Source: an optimization exercise on an open RTL-to-GDS flow (aim: small area). Production flows keep margins and buffers that such runs may drop.
The RTL was checked by simulation tests, not by an equivalence proof against the original design.
Power figures rest on the tool's default switching activity, not on a simulated workload.

`run.sh`:
```
#!/bin/bash
# synth_recipe.tcl (not shown) runs the flow's synth.tcl, then flattens the netlist and writes it again
# the make line also repeats each setting of config.mk as NAME=value (left out here)
make -C /OpenROAD-flow-scripts/flow DESIGN_CONFIG=/design/flow/config.mk WORK_HOME=/design/flow/orfs CLKGATE_MAP_FILE= SYNTH_SCRIPT=/design/flow/synth_recipe.tcl finish
```
`config.mk`:
```
export PLATFORM = sky130hd
export DESIGN_NAME = peer_table_replay_filter_top
export DESIGN_NICKNAME = peer_table_replay_filter_top
export VERILOG_FILES = /design/flow/design.v
export SDC_FILE = /design/flow/constraint.sdc
export NUM_CORES = 4
export LEC_CHECK = 0
export CAP_MARGIN = 20
export CORE_MARGIN = 2
export CORE_UTILIZATION = 50
export SLEW_MARGIN = 20
```
`constraint.sdc`:
```
create_clock -name core_clock -period 5.0 [get_ports {clock}]
set_input_delay 1.0000 -clock core_clock [delete_from_list [all_inputs] [get_ports {clock}]]
set_output_delay 1.0000 -clock core_clock [all_outputs]
set_load 0.01 [all_outputs]
```
`design.v`:
```
`timescale 1ns / 1ps
`default_nettype none
package ptrf_pkg;
   localparam int PEER_SLOTS_DEFAULT = 8;
   localparam int MODE_W   = 2;
   localparam int MAC_W    = 48;
   localparam int MEMBER_W = 8;
   localparam int SEQ_W    = 32;
   localparam int STATUS_W = 3;
   localparam int SLOT_W   = 3;
   localparam logic [MODE_W-1:0] MODE_LEARN  = 2'd0;
   localparam logic [MODE_W-1:0] MODE_ACCEPT = 2'd1;
   localparam logic [MODE_W-1:0] MODE_LOOKUP = 2'd2;
   localparam logic [MODE_W-1:0] MODE_CLEAR  = 2'd3;
   localparam logic [STATUS_W-1:0] STATUS_OK          = 3'd0;
   localparam logic [STATUS_W-1:0] STATUS_MAC_REFUSED = 3'd1;
   localparam logic [STATUS_W-1:0] STATUS_UNKNOWN     = 3'd2;
   localparam logic [STATUS_W-1:0] STATUS_FULL        = 3'd3;
   localparam logic [STATUS_W-1:0] STATUS_STALE       = 3'd4;
   localparam logic [STATUS_W-1:0] STATUS_NO_MATCH    = 3'd5;
endpackage
`default_nettype wire
`timescale 1ns / 1ps
`default_nettype none
module ptrf_match (
   input  logic [ptrf_pkg::MAC_W-1:0]    op_mac,
   input  logic [ptrf_pkg::MEMBER_W-1:0] op_member,
   input  logic [ptrf_pkg::SEQ_W-1:0]    op_seq,
   input  logic [ptrf_pkg::MAC_W-1:0]    head_mac,
   input  logic [ptrf_pkg::MEMBER_W-1:0] head_member,
   input  logic [ptrf_pkg::SEQ_W-1:0]    head_seq,
   output logic                          mac_eq,
   output logic                          member_eq,
   output logic                          seq_le
);
   assign mac_eq    = (head_mac == op_mac);
   assign member_eq = (head_member == op_member);
   assign seq_le    = (op_seq <= head_seq);
endmodule
`default_nettype wire
`timescale 1ns / 1ps
`default_nettype none
module ptrf_store #(
   parameter int PEER_SLOTS = ptrf_pkg::PEER_SLOTS_DEFAULT
) (
   input  logic                          clock,
   input  logic                          wr_macmem,
   input  logic                          wr_seq,
   input  logic                          seq_zero,
   input  logic                          valid_set,
   input  logic                          valid_clr,
   input  logic [ptrf_pkg::MAC_W-1:0]    wr_mac,
   input  logic [ptrf_pkg::MEMBER_W-1:0] wr_member,
   input  logic [ptrf_pkg::SEQ_W-1:0]    wr_seq_data,
   output logic                          head_valid,
   output logic [ptrf_pkg::MAC_W-1:0]    head_mac,
   output logic [ptrf_pkg::MEMBER_W-1:0] head_member,
   output logic [ptrf_pkg::SEQ_W-1:0]    head_seq
);
   logic                          valid_ff  [PEER_SLOTS];
   logic [ptrf_pkg::MAC_W-1:0]    mac_ff    [PEER_SLOTS];
   logic [ptrf_pkg::MEMBER_W-1:0] member_ff [PEER_SLOTS];
   logic [ptrf_pkg::SEQ_W-1:0]    seq_ff    [PEER_SLOTS];
   assign head_valid  = valid_ff[0];
   assign head_mac    = mac_ff[0];
   assign head_member = member_ff[0];
   assign head_seq    = seq_ff[0];
   always_ff @(posedge clock) begin
      for (int i = 0; i < PEER_SLOTS - 1; i++) begin
         valid_ff[i]  <= valid_ff[i+1];
         mac_ff[i]    <= mac_ff[i+1];
         member_ff[i] <= member_ff[i+1];
         seq_ff[i]    <= seq_ff[i+1];
      end
      valid_ff[PEER_SLOTS-1]  <= (valid_ff[0] || valid_set) && !valid_clr;
      mac_ff[PEER_SLOTS-1]    <= wr_macmem ? wr_mac : mac_ff[0];
      member_ff[PEER_SLOTS-1] <= wr_macmem ? wr_member : member_ff[0];
      seq_ff[PEER_SLOTS-1]    <= wr_seq ? (seq_zero ? '0 : wr_seq_data) : seq_ff[0];
   end
endmodule
`default_nettype wire
`timescale 1ns / 1ps
`default_nettype none
module peer_table_replay_filter_top #(
   parameter int PEER_SLOTS = ptrf_pkg::PEER_SLOTS_DEFAULT
) (
   input  logic                          clock,
   input  logic                          reset,
   input  logic                          csr_write_enable,
   input  logic                          csr_write_data,
   input  logic                          req_valid,
   output logic                          req_stall,
   input  logic [ptrf_pkg::MODE_W-1:0]   req_mode,
   input  logic [ptrf_pkg::MAC_W-1:0]    req_peer_mac,
   input  logic [ptrf_pkg::MEMBER_W-1:0] req_member_id,
   input  logic [ptrf_pkg::SEQ_W-1:0]    req_sequence_req,
   input  logic                          req_reset_window,
   output logic                          rsp_valid,
   input  logic                          rsp_stall,
   output logic [ptrf_pkg::STATUS_W-1:0] rsp_status,
   output logic                          rsp_found,
   output logic [ptrf_pkg::SLOT_W-1:0]   rsp_slot,
   output logic [ptrf_pkg::MAC_W-1:0]    rsp_found_mac
);
   localparam int IDX_W = ptrf_pkg::SLOT_W;
   logic [IDX_W-1:0]              hidx_ff;
   logic                          init_ff;
   logic                          busy_ff;
   logic                          pass2_ff;
   logic                          provisioned_ff;
   logic                          pending_ff;
   logic [ptrf_pkg::STATUS_W-1:0] st_ff, st_in;
   logic                          fd_ff, fd_in;
   logic [IDX_W-1:0]              sl_ff;
   logic                          mo_ff, mo_in;
   logic                          head_valid;
   logic [ptrf_pkg::MAC_W-1:0]    head_mac;
   logic [ptrf_pkg::MEMBER_W-1:0] head_member;
   logic [ptrf_pkg::SEQ_W-1:0]    head_seq;
   logic                          mac_eq, member_eq, seq_le;
   logic last, active, done;
   logic wr_macmem, wr_seq, valid_set, valid_clr;
   assign last   = (hidx_ff == IDX_W'(PEER_SLOTS - 1));
   assign active = busy_ff ||
                   (req_valid && !pending_ff && !init_ff && (hidx_ff == '0));
   ptrf_store #(
      .PEER_SLOTS (PEER_SLOTS)
   ) u_store (
      .clock       (clock),
      .wr_macmem   (wr_macmem),
      .wr_seq      (wr_seq),
      .seq_zero    (init_ff),
      .valid_set   (valid_set),
      .valid_clr   (valid_clr),
      .wr_mac      (req_peer_mac),
      .wr_member   (req_member_id),
      .wr_seq_data (req_sequence_req),
      .head_valid  (head_valid),
      .head_mac    (head_mac),
      .head_member (head_member),
      .head_seq    (head_seq)
   );
   ptrf_match u_match (
      .op_mac      (req_peer_mac),
      .op_member   (req_member_id),
      .op_seq      (req_sequence_req),
      .head_mac    (head_mac),
      .head_member (head_member),
      .head_seq    (head_seq),
      .mac_eq      (mac_eq),
      .member_eq   (member_eq),
      .seq_le      (seq_le)
   );
   always_comb begin
      logic hit;
      done      = 1'b0;
      st_in     = ptrf_pkg::STATUS_OK;
      fd_in     = 1'b0;
      mo_in     = 1'b0;
      wr_macmem = 1'b0;
      wr_seq    = init_ff;
      valid_set = 1'b0;
      valid_clr = init_ff;
      hit       = 1'b0;
      case (req_mode)
         ptrf_pkg::MODE_LEARN: begin
            if (!pass2_ff) begin
               hit  = head_valid && (mac_eq || member_eq);
               done = hit || (last && provisioned_ff);
               if (hit) begin
                  fd_in = 1'b1;
                  if (provisioned_ff && !mac_eq) begin
                     st_in = ptrf_pkg::STATUS_MAC_REFUSED;
                  end else begin
                     wr_macmem = active;
                  end
               end else begin
                  st_in = ptrf_pkg::STATUS_UNKNOWN;
               end
            end else begin
               hit  = !head_valid;
               done = hit || last;
               if (hit) begin
                  fd_in     = 1'b1;
                  wr_macmem = active;
                  valid_set = active;
               end else begin
                  st_in = ptrf_pkg::STATUS_FULL;
               end
            end
         end
         ptrf_pkg::MODE_ACCEPT: begin
            hit  = head_valid && mac_eq;
            done = hit || last;
            if (hit) begin
               fd_in = 1'b1;
               if (!req_reset_window && seq_le) begin
                  st_in = ptrf_pkg::STATUS_STALE;
               end else begin
                  wr_seq = init_ff || active;
               end
            end else begin
               st_in = ptrf_pkg::STATUS_NO_MATCH;
            end
         end
         ptrf_pkg::MODE_LOOKUP: begin
            hit  = head_valid && member_eq;
            done = hit || last;
            if (hit) begin
               fd_in = 1'b1;
               mo_in = 1'b1;
            end else begin
               st_in = ptrf_pkg::STATUS_NO_MATCH;
            end
         end
         default: begin
            done      = last;
            valid_clr = init_ff || active;
         end
      endcase
   end
   assign req_stall = !(active && done);
   always_ff @(posedge clock) begin
      if (reset) begin
         hidx_ff        <= '0;
         init_ff        <= 1'b1;
         busy_ff        <= 1'b0;
         pass2_ff       <= 1'b0;
         provisioned_ff <= 1'b0;
         pending_ff     <= 1'b0;
      end else begin
         hidx_ff  <= hidx_ff + IDX_W'(1);
         init_ff  <= init_ff && !last;
         busy_ff  <= active && !done;
         pass2_ff <= active && !done && (pass2_ff || last);
         if (csr_write_enable) begin
            provisioned_ff <= csr_write_data;
         end
         if (pending_ff) begin
            pending_ff <= !rsp_valid;
         end else begin
            pending_ff <= active && done;
         end
      end
   end
   always_ff @(posedge clock) begin
      if (!pending_ff) begin
         st_ff <= st_in;
         fd_ff <= fd_in;
         sl_ff <= fd_in ? hidx_ff : '0;
         mo_ff <= mo_in;
      end
   end
   assign rsp_valid     = pending_ff && !rsp_stall && (!mo_ff || (hidx_ff == sl_ff));
   assign rsp_status    = st_ff;
   assign rsp_found     = fd_ff;
   assign rsp_slot      = sl_ff;
   assign rsp_found_mac = mo_ff ? head_mac : '0;
endmodule
`default_nettype wire
```
==> results.txt, run 1 <==
* Dpl cell area at 20600 um2
* Post-synth EDFFs at 8
* Die height at 197 um
* Peak supply drop at between 0.2 and 0.3 mV
* Design area at 22900 um2
* Initial Utilization at 50.8%
* TritonCTS Buffers at 69
* Max-slew violation count at 0
* Total wire length at 29800 um
* Outcome: timing/DRC/antenna clean
* DR iter-0 viols at 350
* Ys async rst share at 0%
* CP required at roughly 4000 ps
* Final hold vios at 0
* Most frequent cells in the layout: dfxtp_1, clkdlybuf4s50_1, clkbuf_16
* Rel. slew slack at 39.1%
* Worst stage delay on the critical path at 500 ps
* I/O Buffers at 153
* Pre-antenna DRT Iters at 6
* # setup viols final at 0
* Critical Path AT at 3600 ps
* Syn_area_per_cell at 15.1 um2
* Leading cell type in the layout, fill and taps excluded: dfxtp_1
* Core Area at 36600 um2
* RSZ-0062 raised after global routing: false
* Vias in the first global route at around 8.9k
* Startpoint types: input port
* Lkg Pwr at between 9 and 10 nW
* Routed Antenna Nets at 0
* Synth Warn # at 6
* Slowest-stage cell, CP: clkdlybuf4s50_1
* CTS root buf: clkbuf_16
* Layout cells sized above 1 at 9.40%
* GRT Overall Usage at roughly 16%
* Worst path most repeated cell: clkdlybuf4s50_1
* Total number of vias at 8695
* Kind of critical path: input port to output pin
* DR WL/cell at between 15 and 20 um
* H-tree depth at 3
* Initial antenna violation count at 5
* CP Max Fanout at 5
* DIE AREA at 38800 um2
* Via density at 4.44
* Placed Instances at roughly 1.8k
* Syn nets at 1368
* Critical path endpoint category: output pin
* Total setup buffers inserted after CTS at 0
* CTS Sinks at 728
* CTS tree: done
* Non-Filler Instances at 1960
* Worst-Margin Slew at between 900 and 1000 ps
* DRC viols at 0
* Final net count at 1576
* Setup TNS at 0 ps
* RD Place Congestion at 0.806
* Clock latency (worst-skew pair) at ~580 ps
* Clock-pin slew on the worst setup and hold paths at 60 ps
* DP HPWL at 19700 um
* Row count at 70
* P per Cell Area at about 480 nW/um2
* Maximum clock rate at about 220 MHz
* Seq/Total Area, Yosys at 78.8%
* Final min period at 4600 ps
* Final worst path period share at 92.0%
* Total global routing overflow at 0
* Mapped cell area at 18600 um2
* Most used DFF post-synth: dfxtp_1
* First-pass GRT wire length at between 40000 and 50000 um
* Gate Count Post-Synth at 1232
* Synth Register Bits at 728
* CTS resizes at 0
* Crit-path cells: clkdlybuf4s50_1, xor2_1, nor4_1, buf_4, nand4_1, nor4_4, a211o_1, o21ai_0, clkdlybuf4s50_1
* Worst hold slack at 311 ps
* Pin count of the biggest net entering global routing at 67
* CTS Buffer Depth at 3
* Max-cap viol count at 0
* Worst path top cell family by delay: buffers and inverters
* Clock Skew at 21.1 ps
* Min-Delay Path Class: flip-flop to flip-flop
* Num ports at 154
* Synthesis-to-layout area growth at 23.2%
* Fill count at 2756
* Hold-fix buffers, CTS at 0
* Unique masters post-synth at 48
* Buffers and inverters on the worst path at 3
* Die Width at 197 um
## cell type report
| cell class | count | area (um2) | share of cell area, % |
|---|---|---|---|
| Clock buffer | 99 | 2020 | 8.83 |
| Multi-Input combinational cell | 437 | 3630 | 15.9 |
| Antenna cell | 2 | 5.00 | 0.0218 |
| Tap cell | 468 | 586 | 2.56 |
| Clock inverter | 22 | 243 | 1.06 |
| Timing Repair Buffer | 159 | 1600 | 6.99 |
| Inverter | 45 | 169 | 0.737 |
| Sequential cell | 728 | 14700 | 63.9 |
## through the flow
step / worst slack, ps / power, mW / utilization [%]
finish: 398 / 11.1 / 62.6
global placement: 285 / 6.13 / 56.4
detailed placement: 267 / 6.14 / 56.4
global route: 154 / 11.5 / 62.6
CTS: 259 / 11.2 / 62.6
floorplan: 1730 / 6.01 / -
## synthesized netlist by cell type (11+ instances only)
cell type | count | area [um2]
mux2i_1 | 33 | 330
inv_1 | 45 | 169
a21oi_1 | 19 | 95.1
clkbuf_1 | 11 | 41.3
ha_1 | 39 | 488
nor4_1 | 25 | 156
or2b_1 | 30 | 225
nor2_1 | 14 | 52.6
xor2_1 | 56 | 490
and2_1 | 49 | 307
nand2b_1 | 36 | 225
dfxtp_1 | 720 | 14400
mux2_1 | 46 | 518
## cells by family (layout without fill, tap and decap cells)
| kind of cell | Yosys count | count (layout) | synth area share [%] |
|---|---|---|---|
| flip-flops | 728 | 728 | 78.8 |
| AND/OR/NAND/NOR | 198 | 198 | 6.92 |
| adder cells (fa/ha/maj) | 39 | 39 | 2.62 |
| XOR/XNOR | 59 | 59 | 2.78 |
| multiplexers | 89 | 89 | 5.16 |
| AO/OA/AOI/OAI | 52 | 52 | 2.04 |
| other | 0 | 2 | 0 |
| buffers and inverters | 67 | 325 | 1.72 |
## power by group
part / switching (mW) / total, mW / internal (mW)
clock: 2.05 / 5.08 / 3.03
combinational: 0.0825 / 0.189 / 0.107
sequential: 0.00361 / 5.82 / 5.81
total: 2.14 / 11.1 / 8.95
## path summary, 6_finish.rpt
kind                         start                     to  slack [ps]  cells past startpoint
max reg2reg  u_store.seq_ff[0][15]  u_store.seq_ff[7][12]        2090                      9
min          u_store.seq_ff[4][11]  u_store.seq_ff[3][11]         310                      0
max               req_peer_mac[11]              req_stall         400                      9
min reg2reg  u_store.seq_ff[4][11]  u_store.seq_ff[3][11]         310                      0
## layer usage
metal	GRT usage (%)	routed length (um)	vias up
met4	6.35	780	6
met2	23.5	12600	162
met1	21.9	14800	4015
met5	0	42	-
li1	-	-	4450
met3	4.89	1540	62
## state kept, by name, indices dropped and copies added (netlist names)
| signal | flops |
|---|---|
| busy_ff | 1 |
| fd_ff | 1 |
| hidx_ff | 3 |
| init_ff | 1 |
| mo_ff | 1 |
| pass2_ff | 1 |
| pending_ff | 1 |
| provisioned_ff | 1 |
| sl_ff | 3 |
| st_ff | 3 |
| u_store.mac_ff | 384 |
| u_store.member_ff | 64 |
| u_store.seq_ff | 256 |
| u_store.valid_ff | 8 |
==> inputs of run 2 (changes only) <==
--- a/config.mk
+++ b/config.mk
@@ -8,4 +8,5 @@
 export CAP_MARGIN = 20
 export CORE_MARGIN = 2
-export CORE_UTILIZATION = 50
+export CORE_UTILIZATION = 60
+export CTS_BUF_LIST = sky130_fd_sc_hd__clkbuf_4
 export SLEW_MARGIN = 20
==> run 2 against run 1 <==
First-iteration DRC count up 8.9%. Critical path depth is 1 lower. Highest routed layer unchanged. Still clean on timing, DRC and antenna. Area after synthesis unchanged. Final area shrank 1.1%. Via count is 7.6% higher. Hold slack got worse by 22 ps. Clock power decreased by 12%. Sequential power hardly changed. Count of clock-buffer cells in the layout rose by 146.
==> results.txt, run 2 <==
* Syn nets at 1368 (unchanged)
* Worst-Margin Slew at 791 ps (-123 ps)
* Row count at 64 (-8.6%)
* Critical path endpoint category: output pin
* Max-cap viol count at 0 (unchanged)
* Final hold vios at 0 (unchanged)
* Largest register FFs at 384 (unchanged)
* DRC viols at 0 (unchanged)
* Count leader, synth: dfxtp_1
* Final worst path period share at 93.8% (+1.7 points)
* CTS root buf: clkbuf_4
* CTS tree: done
* I/O Buffers at 153 (unchanged)
* Mux cell area share after synthesis at 5.16% (unchanged)
* Largest regs: u_store.mac_ff (384), u_store.seq_ff (256), u_store.member_ff (64)
* CTS Buffer Depth at 3 (unchanged)
* Min-Delay Path Class: flip-flop to flip-flop
* Top area cells in the synthesized netlist: dfxtp_1, mux2_1, xor2_1, ha_1, mux2i_1
* Critical Path AT at 3690 ps (+90 ps)
* Met1 GRT Util at 25.1% (+3.3 points)
* DR iter-0 viols at 381 (+8.9%)
* Ys async rst share at 0% (unchanged)
* H-tree depth at 4 (+1)
* Hold-fix buffers, CTS at 0 (unchanged)
* TritonCTS Buffers at 164 (+140%)
* Synthesis-to-layout area growth at 21.8%
* First-pass GRT wire length at 48400 um (+3.4%)
* Worst path most repeated cell: clkdlybuf4s50_1
* Maximum clock rate at 213 MHz (-1.8%)
* RD Place Congestion at 0.823 (+2.1%)
* Post-synth EDFFs at 8 (unchanged)
* Clock Skew at 50.4 ps (+29.2 ps)
* Simple-gate share of the synthesized area at 6.92% (unchanged)
* Die Width at 180 um (-8.5%)
* Synth Area in Compound Gates at 2.04% (unchanged)
* Via density at 4.55 (+2.6%)
* Final net count at 1672 (+6.1%)
* Leading cell type in the layout, fill and taps excluded: dfxtp_1
* Final min period at 4690 ps (+85.4 ps)
* Setup TNS at 0 ps (unchanged)
* Max-slew violation count at 0 (unchanged)
* CTS resizes at 0 (unchanged)
* Kind of critical path: input port to output pin
* Die height at 180 um (-8.5%)
* Clock latency (worst-skew pair) at 790 ps (+210 ps)
* Grt met2 use at 29.1% (+5.5 points)
* DP HPWL at 19500 um (-1.2%)
* CTS Sinks at 728 (unchanged)
* Xor/xnor share of the synthesized area at 2.78% (unchanged)
* Num ports at 154 (unchanged)
* Busiest layer in global routing: met2
* Lkg Pwr at 9.27 nW (+1.4%)
* Most frequent cells in the layout: dfxtp_1, clkbuf_4, clkdlybuf4s50_1
* Largest family of logic cells by synthesized area: simple AND/OR/NAND/NOR gates
* Total global routing overflow at 0 (unchanged)
* Synth Warn # at 6 (unchanged)
* Commonest cells in the netlist: dfxtp_1, xor2_1, and2_1
* Startpoint types: input port
* Pre-CTS setup slack at 332 ps (+65.2 ps)
* M3 GR Usage at 7.11% (+2.2 points)
* Area share of the largest cell type after synthesis at 77.5% (unchanged)
* Post-layout worst setup margin at 312 ps (-85.4 ps)
* Total wire length at 30200 um (+1.5%)
* Synth Register Bits at 728 (unchanged)
* DR WL/cell at 14.7 um (-3.2%)
* Unique masters post-synth at 48 (unchanged)
* Mapped cell area at 18600 um2 (unchanged)
* Initial Utilization at 60.8% (+10 points)
* Largest area contributor in the netlist: dfxtp_1
* Biggest register: u_store.mac_ff
* Vias in the first global route at 9723 (+9.9%)
* Adder-Cell Fraction of Synth Area at 2.62% (unchanged)
* Most used DFF post-synth: dfxtp_1
* Pre-antenna DRT Iters at 4 (-2)
* Core Area at 30600 um2 (-16%)
* Crit-path cells: clkdlybuf4s50_1, xor2_1, nor4_1, nand4_1, nor4_4, a211o_1, o21ai_0, clkdlybuf4s50_1
* Outcome: timing/DRC/antenna clean
* Layout cells sized above 1 at 17.7% (+8.3 points)
* Slowest-stage cell, CP: clkdlybuf4s50_1
* Peak supply drop at 0.330 mV (+23%)
* P per Cell Area at 462 nW/um2 (-4.6%)
* DIE AREA at 32400 um2 (-16%)
* Total setup buffers inserted after CTS at 0 (unchanged)
* # setup viols final at 0 (unchanged)
* CP required at 4000 ps (about the same)
* Rel. slew slack at 47.3% (+8.2 points)
* Initial antenna violation count at 5 (unchanged)
* Gate Count Post-Synth at 1232 (unchanged)
* Routed Antenna Nets at 0 (unchanged)
* Clock-pin slew on the worst setup and hold paths at 60 ps (about the same)
* Worst stage delay on the critical path at 500 ps (about the same)
* RSZ-0062 raised after global routing: false
* CP Max Fanout at 5 (unchanged)
* Total number of vias at 9352 (+7.6%)
* Seq/Total Area, Yosys at 78.8% (unchanged)
* Syn_area_per_cell at 15.1 um2 (unchanged)
* GRT Overall Usage at 19.2% (+3.3 points)
* Pin count of the biggest net entering global routing at 67 (unchanged)
run 2: cell families (layout without fill, tap and decap cells):
group | Yosys count | in the layout
adder cells (fa/ha/maj) | 39 | 39
other | 0 | 2
AO/OA/AOI/OAI | 52 | 52
multiplexers | 89 | 89
buffers and inverters | 67 | 491
AND/OR/NAND/NOR | 198 | 198
XOR/XNOR | 59 | 59
flip-flops | 728 | 728
run 2: final timing paths:
kind	start	to	slack, ps	depth (start not counted)
worst max-delay path	req_peer_mac[46]	req_stall	310	8
worst max register to register	u_store.mac_ff[0][9]	u_store.mac_ff[7][21]	1930	7
worst min register to register	u_store.seq_ff[1][1]	u_store.seq_ff[0][1]	290	0
worst min-delay path	u_store.seq_ff[1][1]	u_store.seq_ff[0][1]	290	0
run 2: critical path: cells and delay by family:
family                 cells  cell delay, ps
AND/OR/NAND/NOR            3            1150
AO/OA/AOI/OAI              2             370
XOR/XNOR                   1             200
buffers and inverters      2             950
run 2: area by class of cell:
cell class | instances | area, um2
clock buffers | 245 | 1840
flip-flops and latches | 728 | 14700
multi-input cells | 437 | 3630
repair buffers | 160 | 1610
inverters | 45 | 169
well taps | 396 | 495
fillers | 2078 | 7920
diodes | 2 | 5.00
clock inverters | 41 | 260
run 2: power breakdown:
part / switching (mW) / internal (mW)
Sequential: 0.00372 / 5.81
Clock: 2.06 / 2.40
Combinational: 0.0813 / 0.107
Total: 2.15 / 8.31
run 2: layer usage:
layer	up-vias	wire length, um
li1	4755	-
met1	4367	14500
met2	192	13800
met3	32	1560
met4	6	369
met5	-	40
run 2: stage by stage:
stage / hold WS (ps) / cells / power, mW / area [um2] / util [%]
2_1_floorplan: 310 / 1232 / 6.01 / 18600 / -
3_3_place_gp: 310 / 1766 / 6.13 / 20600 / 67.2
3_5_place_dp: 312 / 1766 / 6.13 / 20600 / 67.2
4_1_cts: 285 / 2052 / 10.6 / 22700 / 74.1
5_1_grt: 299 / 2054 / 11.0 / 22700 / 74.1
6_report: 289 / 2054 / 10.5 / 22700 / 74.1
==> inputs of run 3 (changes only) <==
--- a/config.mk
+++ b/config.mk
@@ -8,5 +8,6 @@
 export CAP_MARGIN = 20
 export CORE_MARGIN = 2
-export CORE_UTILIZATION = 60
-export CTS_BUF_LIST = sky130_fd_sc_hd__clkbuf_4
+export CORE_UTILIZATION = 70
+export CTS_BUF_LIST = sky130_fd_sc_hd__clkbuf_2 sky130_fd_sc_hd__clkbuf_4 sky130_fd_sc_hd__clkbuf_8
+export CTS_CLUSTER_SIZE = 20
 export SLEW_MARGIN = 20
==> run 3 against run 2 <==
Critical path type unchanged. Final cell count is 8.6% lower. Via count shrank 0.18%. Fmax fell by 4.0%. First-iteration DRC count up 26%. Area after synthesis unchanged.
==> results.txt, run 3 <==
* # setup viols final at 0 (unchanged)
* Synth Register Bits at 728 (unchanged)
* Slowest-stage cell, CP: nor4_1
* Critical Path AT at 3880 ps (+190 ps)
* Die height at 167 um (-7.3%)
* Clock latency (worst-skew pair) at 620 ps (-170 ps)
* Layout cells sized above 1 at 13.3% (-4.4 points)
* Largest regs: u_store.mac_ff (384), u_store.seq_ff (256), u_store.member_ff (64)
* Syn_area_per_cell at 15.1 um2 (unchanged)
* Reg-to-reg slack, setup at 1690 ps (-240 ps)
* Most frequent cells in the layout: dfxtp_1, clkdlybuf4s50_1, clkbuf_8
* CTS resizes at 0 (unchanged)
* Worst path most repeated cell: clkdlybuf4s50_1
* Hold-fix buffers, CTS at 0 (unchanged)
* CTS Sinks at 728 (unchanged)
* I/O Buffers at 153 (unchanged)
* Gate Count Post-Synth at 1232 (unchanged)
* Initial Utilization at 71.4% (+11 points)
* Hold Path Sink: u_store.mac_ff[0][11]
* Rel. slew slack at 53.6% (+6.3 points)
* Buffers and inverters on the worst path at 2 (unchanged)
* Max-slew violation count at 0 (unchanged)
* Biggest register: u_store.mac_ff
* Worst hold slack at 302 ps (+12.8 ps)
* Count leader, synth: dfxtp_1
* FF-to-FF path depth at 7 (unchanged)
* TritonCTS Buffers at 97 (-41%)
* Most used DFF post-synth: dfxtp_1
* Peak supply drop at 0.442 mV (+34%)
* Routed Antenna Nets at 0 (unchanged)
* H-tree depth at 3 (-1)
* Core Area at 26100 um2 (-15%)
* Clock Skew at 33.4 ps (-17.0 ps)
* Seq/Total Area, Yosys at 78.8% (unchanged)
* Max-cap viol count at 0 (unchanged)
* Num ports at 154 (unchanged)
* Commonest cells in the netlist: dfxtp_1, xor2_1, and2_1
* Mapped cell area at 18600 um2 (unchanged)
* First-pass GRT wire length at 53800 um (+11%)
* Final hold vios at 0 (unchanged)
* Die Width at 167 um (-7.3%)
* CTS root buf: clkbuf_8
* Syn nets at 1368 (unchanged)
* RSZ-0062 raised after global routing: false
* Fill count at 1170 (-44%)
* Pre-antenna DRT Iters at 4 (unchanged)
* Worst-Margin Slew at 687 ps (-103 ps)
* Row count at 59 (-7.8%)
* DIE AREA at 27900 um2 (-14%)
* Setup TNS at 0 ps (unchanged)
* Total number of vias at 9335 (-0.18%)
* Startpoint types: input port
* Total global routing overflow at 0 (unchanged)
* Outcome: timing/DRC/antenna clean
* Area share of the largest cell type after synthesis at 77.5% (unchanged)
* Unique masters post-synth at 48 (unchanged)
* Worst path top cell family by delay: simple AND/OR/NAND/NOR gates
* Crit-path cells: clkdlybuf4s50_1, xor2_1, nor4_1, nand4_1, nor4_4, a211o_1, o21ai_0, clkdlybuf4s50_1
* Kind of critical path: input port to output pin
* Ys async rst share at 0% (unchanged)
* Initial antenna violation count at 1 (-4)
* Worst hold start: u_store.mac_ff[1][11]
* Final min period at 4880 ps (+193 ps)
* Total setup buffers inserted after CTS at 0 (unchanged)
* Final worst path period share at 97.6% (+3.9 points)
* Final net count at 1602 (-4.2%)
* Largest area contributor in the netlist: dfxtp_1
* Leading cell type in the layout, fill and taps excluded: dfxtp_1
* Post-synth EDFFs at 8 (unchanged)
* Clock-pin slew on the worst setup and hold paths at 70 ps (about the same)
* DR iter-0 viols at 479 (+26%)
* DP HPWL at 20000 um (+2.4%)
* P per Cell Area at 477 nW/um2 (+3.5%)
* Largest register FFs at 384 (unchanged)
* Synthesis-to-layout area growth at 21.6%
* Worst stage delay on the critical path at 580 ps (+80 ps)
* Via density at 4.97 (+9.2%)
* GRT Overall Usage at 25.1% (+5.9 points)
* Hold Path Depth at 0 (unchanged)
* CTS Buffer Depth at 3 (unchanged)
* Top area cells in the synthesized netlist: dfxtp_1, mux2_1, xor2_1, ha_1, mux2i_1
* Reg2reg end: u_store.mac_ff[7][22]
* Critical path endpoint category: output pin
* Vias in the first global route at 10.0k (+3.3%)
* CTS tree: done
* CP required at 4000 ps (about the same)
* CP Max Fanout at 5 (unchanged)
* Lkg Pwr at 9.16 nW (-1.2%)
* RR Startpoint: u_store.mac_ff[0][33]
* RD Place Congestion at 0.858 (+4.3%)
* Synth Warn # at 6 (unchanged)
* Min-Delay Path Class: flip-flop to flip-flop
* Total wire length at 34300 um (+13%)
* DRC viols at 0 (unchanged)
* DR WL/cell at 18.3 um (+24%)
* Pin count of the biggest net entering global routing at 68 (+1.5%)
* Maximum clock rate at 205 MHz (-4.0%)
run 3: cell families (layout without fill, tap and decap cells):
logic type | count (synthesis) | after routing | share of synthesized area, %
other cells | 0 | 2 | 0
compound gates | 52 | 52 | 2.04
mux | 89 | 89 | 5.16
flops | 728 | 728 | 78.8
simple gates | 198 | 198 | 6.92
fa+ha+maj | 39 | 39 | 2.62
buf+inv | 67 | 376 | 1.72
xor+xnor | 59 | 59 | 2.78
run 3: worst max path at each step:
| stage | from | endpoint | slack [ps] | depth (start not counted) |
|---|---|---|---|---|
| 2_1_floorplan | req_peer_mac[27] | req_stall | 1730 | 6 |
| 3_3_place_gp | req_peer_mac[42] | req_stall | 230 | 8 |
| 3_5_place_dp | req_peer_mac[2] | req_stall | 220 | 8 |
| 4_1_cts | req_peer_mac[33] | req_stall | 160 | 8 |
| 5_1_grt | req_peer_mac[33] | req_stall | 60 | 8 |
| 6_report | req_peer_mac[42] | req_stall | 120 | 8 |
run 3: layer usage:
layer	routed length (um)	vias up	global-route usage [%]
li1	-	4513	-
met1	14900	4500	32.0
met2	16800	265	42.0
met3	1880	57	5.89
met4	734	0	9.26
met5	0	-	0
run 3: stage by stage:
step | setup WS [ps] | instance area [um2] | cells | utilization, % | power (mW)
5_1_grt | 61.2 | 22600 | 1876 | 86.8 | 11.2
2_1_floorplan | 1730 | 18600 | 1232 | - | 6.01
6_report | 119 | 22600 | 1878 | 86.8 | 10.8
3_3_place_gp | 233 | 20500 | 1702 | 78.5 | 6.13
4_1_cts | 163 | 22600 | 1876 | 86.8 | 10.9
3_5_place_dp | 218 | 20500 | 1702 | 78.5 | 6.13
run 3: power by group:
group	total (mW)	switching [mW]	internal, mW
Combinational	0.196	0.0891	0.107
Sequential	5.82	0.00335	5.81
Clock	4.80	2.09	2.71
Total	10.8	2.18	8.63
run 3: final cells by class:
| type | count | area, um2 | share of cell area, % |
|---|---|---|---|
| clock buffers | 148 | 1870 | 8.25 |
| diodes | 2 | 5.00 | 0.0221 |
| well taps | 335 | 419 | 1.85 |
| multi-input cells | 437 | 3630 | 16.1 |
| repair buffers | 157 | 1570 | 6.95 |
| flip-flops and latches | 728 | 14700 | 64.8 |
| inverters | 45 | 169 | 0.746 |
| clock inverters | 26 | 308 | 1.36 |
run 3: worst reg2reg max path, delay by kind of cell (launching register included):
kind                   cells  cell delay (ps)
buffers and inverters      1              320
AO/OA/AOI/OAI              1              460
XOR/XNOR                   1              190
multiplexers               1              440
AND/OR/NAND/NOR            3             1300
flip-flops                 1              470

[port drivers added, routing unchanged]
No port has a modelled driver above. Below, the same layouts with a new extraction and two added sets of constraints.
Step 1 sets driving cells, clkbuf_16 on the clock port and buf_2 on the other inputs (assumed; they add their load-dependent delay and slew).
Step 2 moves the port delays by t, midway between the first and last clock arrival at a register: inputs arrive t later, outputs are due t later. That takes back most of the time a late clock gives input paths.
Slacks: ideal / step 1 / step 2; pairs: ideal / step 1.
run	t, ns	slack for setup (ns)	worst register clock-pin slew, ns	worst data-port slew with drivers (ns)
run 1	0.617	0.398 / 0.378 / 0.378	0.07 / 0.07	0.07
run 2	0.814	0.312 / 0.291 / 0.291	0.07 / 0.07	0.08
run 3	0.645	0.119 / 0.097 / 0.097	0.08 / 0.08	0.10
After both steps every run listed still meets setup and hold. The setup slack of run 3, which loses most, moves by -0.022 ns with the drivers and by -0.022 ns with both steps.
